This is an optimization exercise on Yosys and OpenROAD, whose aim is a short achievable clock period and few clock cycles, not a production implementation.
Where RTL was checked, it was by simulation tests only, not by an equivalence proof against the original.
Power is estimated from default activity; no workload was simulated.

run 1:
## dma_top
module dma_top (
    input  logic        clk_i,
    input  logic        rst_i,
    input  logic        reg_en_i,
    input  logic        reg_we_i,
    input  logic [4:0]  reg_addr_i,
    input  logic [63:0] reg_wdata_i,
    output logic [63:0] reg_rdata_o,
    input  logic        mem_gnt_i,
    input  logic        mem_rvalid_i,
    input  logic [63:0] mem_rdata_i,
    input  logic        mem_bdone_i,
    output logic        mem_req_o,
    output logic        mem_we_o,
    output logic [31:0] mem_addr_o,
    output logic [63:0] mem_wdata_o,
    output logic [7:0]  mem_beats_o,
    output logic        mem_last_o,
    output logic        done_o
);
Size: ~5500 cells after synthesis, ~2100 flip-flops, roughly 310 I/O pins, roughly 84000 um^2 of cells after synthesis.
clock: 9.0 ns
lec_check: 0
cap_margin: 20
core_margin: 2
core_utilization: 60
slew_margin: 20
tns_end_percent: 100
standard.sh (not shown) runs the stock make flow with config.mk's settings and CLKGATE_MAP_FILE= SYNTH_SCRIPT=/design/flow/synth_recipe.tcl, a recipe that flattens the netlist after the stock synthesis.
==> flow/flow/run.sh <==
#!/bin/bash
set -euo pipefail
bash standard.sh SETUP_SLACK_MARGIN=6.0 finish > make.log 2>&1
Testbench counts of run 1, summed over its fixed seeds: cycles 23,733.
> inputs changed (run 1 -> run 2)
-- flow/design.v --
<<< run 1, line 108
        end
    end
    always_ff @(posedge clk_i) begin
        if (reg_en_i && !reg_we_i) begin
            reg_rdata_o <= rd_mux;
        end
>>> run 2, line 108
        end
    end
    always_ff @(posedge clk_i or negedge rst_i) begin
        if (!rst_i) begin
            reg_rdata_o <= '0;
        end else if (reg_en_i && !reg_we_i) begin
            reg_rdata_o <= rd_mux;
        end
<<< run 1, line 484
        end
    end
    always_ff @(posedge clk_i) begin
        if (load) begin
            if (!busy_i) begin
                we_q    <= 1'b0;
                addr_q  <= src_i;
                beats_q <= first_beats_i;
                last_q  <= 1'b0;
            end else if (rd_avail_i) begin
                we_q    <= 1'b0;
                addr_q  <= rd_addr_i;
                beats_q <= rd_beats_i;
                last_q  <= 1'b0;
            end else begin
                we_q    <= 1'b1;
                addr_q  <= wr_addr_i;
                beats_q <= 8'd1;
                last_q  <= wr_last_i;
            end
        end
        if (wr_load_o) begin
            wdata_q <= wr_wdata_i;
        end
    end
>>> run 2, line 486
        end
    end
    always_ff @(posedge clk_i or negedge rst_i) begin
        if (!rst_i) begin
            we_q    <= 1'b0;
            addr_q  <= '0;
            beats_q <= '0;
            last_q  <= 1'b0;
            wdata_q <= '0;
        end else begin
            if (load) begin
                if (!busy_i) begin
                    we_q    <= 1'b0;
                    addr_q  <= src_i;
                    beats_q <= first_beats_i;
                    last_q  <= 1'b0;
                end else if (rd_avail_i) begin
                    we_q    <= 1'b0;
                    addr_q  <= rd_addr_i;
                    beats_q <= rd_beats_i;
                    last_q  <= 1'b0;
                end else begin
                    we_q    <= 1'b1;
                    addr_q  <= wr_addr_i;
                    beats_q <= 8'd1;
                    last_q  <= wr_last_i;
                end
            end
            if (wr_load_o) begin
                wdata_q <= wr_wdata_i;
            end
        end
    end
<<< run 1, line 585
        .done_o      (done_o)
    );
    assign wr_avail = !fifo_empty;
    assign wr_wdata = head;
    assign push     = busy && mem_rvalid_i;
    assign pop      = wr_load;
>>> run 2, line 595
        .done_o      (done_o)
    );
    assign wr_avail = !fifo_empty || mem_rvalid_i;
    assign wr_wdata = fifo_empty ? mem_rdata_i : head;
    assign push     = busy && mem_rvalid_i;
    assign pop      = wr_load;
Summary of run 2 over run 1: layout clock buffer count -2, final critical-path setup slack +89 ps, clock tree cell share of total cell area +0.22 points, headroom to the max-slew limit +1.4 points.
Compared with run 1, run 2 shows a lower final critical path time including I/O delays and setup.
Summary of run 2 over run 1: post-detailed-routing wire length went up by about 7%; number of buffers outside the clock class in the layout went up by 145; internal power of the cells went up by 9.4%.
Diff run 1 -> run 2: number of nets at the end of the flow rose by about 5%; via count rose by 3194.
Testbench counts of run 2, summed over its fixed seeds: cycles 23,605.

--- another note on this design; it stands on its own ---

## dma_top
module dma_top (
    input  logic        clk_i,
    input  logic        rst_i,
    input  logic        reg_en_i,
    input  logic        reg_we_i,
    input  logic [4:0]  reg_addr_i,
    input  logic [63:0] reg_wdata_i,
    output logic [63:0] reg_rdata_o,
    input  logic        mem_gnt_i,
    input  logic        mem_rvalid_i,
    input  logic [63:0] mem_rdata_i,
    input  logic        mem_bdone_i,
    output logic        mem_req_o,
    output logic        mem_we_o,
    output logic [31:0] mem_addr_o,
    output logic [63:0] mem_wdata_o,
    output logic [7:0]  mem_beats_o,
    output logic        mem_last_o,
    output logic        done_o
);
==> flow/config.mk <==
export PLATFORM = sky130hd
export DESIGN_NAME = dma_top
export DESIGN_NICKNAME = dma_top
export VERILOG_FILES = /design/flow/design.v
export SDC_FILE = /design/flow/constraint.sdc
export NUM_CORES = 4
export LEC_CHECK = 0
export CAP_MARGIN = 20
export CORE_MARGIN = 2
export CORE_UTILIZATION = 60
export SLEW_MARGIN = 20
export TNS_END_PERCENT = 100
==> flow/constraint.sdc <==
create_clock -name core_clock -period 9.0 [get_ports {clk_i}]
set_input_delay 1.8000 -clock core_clock [delete_from_list [all_inputs] [get_ports {clk_i}]]
set_output_delay 1.8000 -clock core_clock [all_outputs]
set_load 0.01 [all_outputs]
standard.sh (not shown) runs the stock make flow with config.mk's settings and CLKGATE_MAP_FILE= SYNTH_SCRIPT=/design/flow/synth_recipe.tcl, a recipe that flattens the netlist after the stock synthesis.
==> flow/flow/run.sh <==
#!/bin/bash
set -euo pipefail
bash standard.sh SETUP_SLACK_MARGIN=7.0 finish > make.log 2>&1
Change:
==> flow/flow/run.sh (replaced) <==
#!/bin/bash
set -euo pipefail
bash standard.sh SETUP_SLACK_MARGIN=6.0 finish > make.log 2>&1
Count of clock-buffer cells in the layout goes up by 9.
Design area falls by a little under a tenth.
Worst hold slack is about the same.
First-iteration DRC count fell by about a fifth.
Via count shrinks by a little under a tenth.
Die area stays the same.
Global-route usage decreases by 4.4 points.
Total power decreases by a few percent.
No run of this note included a check of the RTL's function; only the layout flow was run.

========
Another version of the RTL of dma_top (not shown whole).
Size in the first run: roughly 4,900 cells after synthesis, ~2,000 flip-flops, about 310 I/O pins, about 86,000 um^2 of cells after synthesis.
Settings: LEC_CHECK=0, CAP_MARGIN=20, CORE_MARGIN=2, CORE_UTILIZATION=40, SLEW_MARGIN=20, TNS_END_PERCENT=100; clock period 9.0 ns.
==> flow/flow/run.sh <==
#!/bin/bash
set -euo pipefail
bash standard.sh SETUP_SLACK_MARGIN=6.5 finish > make.log 2>&1
The starting point passed the timing, design-rule and antenna checks.
Change:
==> flow/flow/run.sh (replaced) <==
#!/bin/bash
set -euo pipefail
bash standard.sh SETUP_SLACK_MARGIN=6.0 finish > make.log 2>&1
Effect:
- final cell count shrinks by 2.7%
- flip-flop and latch count does not change
- power shrinks by 7.1%
- setup slack improves by 0.071 ns
- wire length shrinks by 9.8%
- critical path depth shrinks by 5
- sequential share of layout area grows by 2.9 points
- synthesized cell count stays the same
- non-clock buffer count shrinks by 199
- via count shrinks by 4.2%
No run of this note included a check of the RTL's function; only the layout flow was run.

-- static timing again, ports no longer ideal --
The results above use ideal ports. As a check the final layouts listed here were re-extracted and re-timed, cells and wires unchanged.
Step 1, drivers: a clkbuf_16 drives clk_i and a buf_2 each remaining input, both assumed.
Step 2 moves the port delays by t, midway between the first and last clock arrival at a register: inputs arrive t later, outputs are due t later. That takes back most of the time a late clock gives input paths.
a / b / c = ideal ports / drivers / drivers and shift; a / b = the first two.
run | t (ns) | setup slack, ns | worst setup path after step 2
run 1 | 0.911 | 5.649 / 5.567 / 5.174 | input to register
run 2 | 0.910 | 5.738 / 5.647 / 5.068 | input to register
the first run of note 2 | 0.915 | 5.659 / 5.576 / 5.121 | input to register
the second run of note 2 | 0.915 | 5.707 / 5.618 / 5.162 | input to register
the first run of note 3 | 0.924 | 5.243 / 5.282 / 4.357 | input to register
the second run of note 3 | 0.942 | 5.313 / 5.343 / 4.402 | input to register
After both steps every run listed still meets setup and hold. The setup slack of the second run of note 3, which loses most, moves by +0.030 ns with the drivers and by -0.911 ns with both steps.
